Source: an optimization exercise on an open RTL-to-GDS flow (aim: a short achievable clock period and few clock cycles). Production flows keep margins and buffers that such runs may drop.
Function was checked by simulation only, so behaviour that the tests miss may differ from the original.
No activity file was given, so power comes from the tool's default toggle rates.

## tundra
==> flow/design.v (excerpt) <==
module processor #(
    parameter logic [31:0] reset_pc = '0
) (
    input  wire      clock,
    input  wire      rst,
    output isa_pkg::word_t    address_imem,
    input  isa_pkg::word_t    q_imem,
    output isa_pkg::word_t    address_dmem,
    output isa_pkg::word_t    data,
    output logic     wren,
    input  isa_pkg::word_t    q_dmem,
    output logic     ctrl_write_enable,
    output isa_pkg::reg_idx_t ctrl_write_reg,
    output isa_pkg::reg_idx_t ctrl_read_reg_a,
    output isa_pkg::reg_idx_t ctrl_read_reg_b,
    output isa_pkg::word_t    data_write_reg,
    input  isa_pkg::word_t    data_read_reg_a,
    input  isa_pkg::word_t    data_read_reg_b
);
export LEC_CHECK = 0
export CAP_MARGIN = 20
export CORE_MARGIN = 2
export CORE_UTILIZATION = 30
export PLACE_DENSITY = 0.5
export SETUP_SLACK_MARGIN = 4.0
export SLEW_MARGIN = 20
export TNS_END_PERCENT = 100
create_clock -name core_clock -period 5.8 [get_ports {clock}]
standard.sh (not shown) runs the stock make flow with config.mk's settings and CLKGATE_MAP_FILE= SYNTH_SCRIPT=/design/flow/synth_recipe.tcl, a recipe that flattens the netlist after the stock synthesis.
==> flow/flow/run.sh <==
#!/bin/bash
# Standard layout with two changes to synthesis: no adder-cell mapping step
# (ADDER_MAP_FILE empty), and ABC maps with flow/speed.abc, a depth-oriented
# script, so that the prefix adders in the RTL keep their short depth.
# Ports are buffered with buf_4 cells (the placer's default pick was a delay
# buffer, which the footprint-matched resizing could not replace).
set -euo pipefail
HERE=$(pwd)
cat flow/abc_override.tcl synth_recipe.tcl > my_synth.tcl
sed "s#SYNTH_SCRIPT=[^ ]*#SYNTH_SCRIPT=$HERE/my_synth.tcl#" standard.sh > my_standard.sh
export MY_ABC_SCRIPT=$HERE/flow/speed.abc
export ADDER_MAP_FILE=
export BUFFER_PORTS_ARGS="-buffer_cell sky130_fd_sc_hd__buf_4"
bash my_standard.sh > orfs_make.log 2>&1
==> flow/flow/abc_override.tcl <==
# Technology mapping with our own ABC script (flow/speed.abc) instead of the
# platform's; everything else in synthesis is the standard script's.
proc abc {args} {
  set i [lsearch -exact $args -script]
  if { $i >= 0 } { lset args [expr { $i + 1 }] $::env(MY_ABC_SCRIPT) }
  puts "abc with our script: $args"
  yosys abc {*}$args
}
==> flow/flow/speed.abc <==
strash
&get -n
&st
&if -g
&st
&put
dch -f
map {D}
buffer -c
upsize -c {D}
dnsize -c {D}
stime -p
Testbench counts of tundra, summed over its fixed seeds: cycles 158,071.
Edits applied to the flow inputs when going from tundra to zinc:
- swapping 30 for 40 in CORE_UTILIZATION
- swapping 0.5 for 0.6 in PLACE_DENSITY
--- a/flow/flow/speed.abc
+++ b/flow/flow/speed.abc
@@ -8,2 +8,3 @@
 map {D}
+topo
 buffer -c
@@ -11,2 +12,4 @@
 dnsize -c {D}
+upsize -c {D}
+dnsize -c {D}
 stime -p
### Flow results
Compared with tundra, zinc is more frugal on power.
tundra has lower global-route met1 utilization than zinc.
In the flow results for tundra and zinc, the post-synthesis instance area is smaller on tundra.
tundra reports its endpoint of the worst setup timing path as m_result[31] while zinc reports pc[26].
Design area came out lower on zinc than on tundra.
The first-iteration DRC count in zinc sits about 12% above the value recorded for tundra.
The final reports for zinc and tundra show fraction of area in registers higher in the former.
Count of non-CTS buffers in the layout (zinc / tundra): 0.878
Delta (zinc minus tundra): portion of the clock cycle consumed by the worst path in the final layout has increased; worst setup margin went down by 0.044 ns; relative area change from synthesis to final layout lost 11 points; clock-pin slew of the registers on the worst-case setup and hold paths saw little to no change.
### zinc -> pepper
==> flow/flow/speed.abc <==
strash
&get -n
&st
&if -g
&st
&syn2
&if -g
&st
&put
dch -f
map {D}
buffer -c
upsize -c {D}
dnsize -c {D}
stime -p
==> results.txt <==
- Compare zinc and pepper | remaining max-slew budget at the tightest pin higher: pepper
- Going from zinc to pepper, mean instance size in the synthesized netlist grows by about 1.8%.
- Wire length per cell after detailed routing | pepper above zinc
- Net count of the mapped netlist, zinc and pepper: larger value in zinc
- Arrival time at the worst endpoint: pepper > zinc
- From zinc to pepper the numbers moved as follows: reported net switching power fell by about 3%, proportion of synthesized area in mux cells rose by 0.66 points.
- Comparing zinc with pepper, the number of levels in the clock H-tree came out essentially unchanged.
What yarrow does differently from pepper at the input level:
--- a/flow/flow/speed.abc
+++ b/flow/flow/speed.abc
@@ -5,6 +5,4 @@
 &st
-&syn2
-&if -g
-&st
 &put
+balance
 dch -f
==> results.txt <==
yarrow gives more combined global-route utilization of all metal layers than pepper did.
Path type of the worst setup path = register to register: yarrow; path type of the worst setup path = input pin to register: pepper
Total stage count of the critical path down 2 in yarrow wrt pepper
Area fraction in compound gates after synthesis, yarrow and pepper: smaller value in pepper

## static timing again, ports no longer ideal
The flow's constraints put no driver on any port. The routed layouts listed below were extracted and timed again, unchanged, in two steps.
Step 1: set_driving_cell puts a clkbuf_16 on clock and a buf_2 on each other input, an assumption about the parent block.
Step 2, shift: input delay + t, output delay - t, t = (earliest + latest rising clock arrival at the registers) / 2. This alone moves slack from input paths to output paths.
Three values: no drivers, after step 1, after step 2; two values: the first two.
run	shift t [ns]	setup slack, ns	clock arrival spread, ns
tundra	0.682	2.816 / 2.844 / 2.162	0.049 / 0.049
zinc	0.641	2.772 / 2.777 / 2.136	0.062 / 0.062
pepper	0.657	2.718 / 2.708 / 2.051	0.024 / 0.024
yarrow	0.652	2.912 / 2.912 / 2.307	0.049 / 0.050
After both steps every run listed still meets setup and hold. For pepper, which loses most, drivers alone change the setup slack by -0.010 ns; drivers and shift together by -0.667 ns.
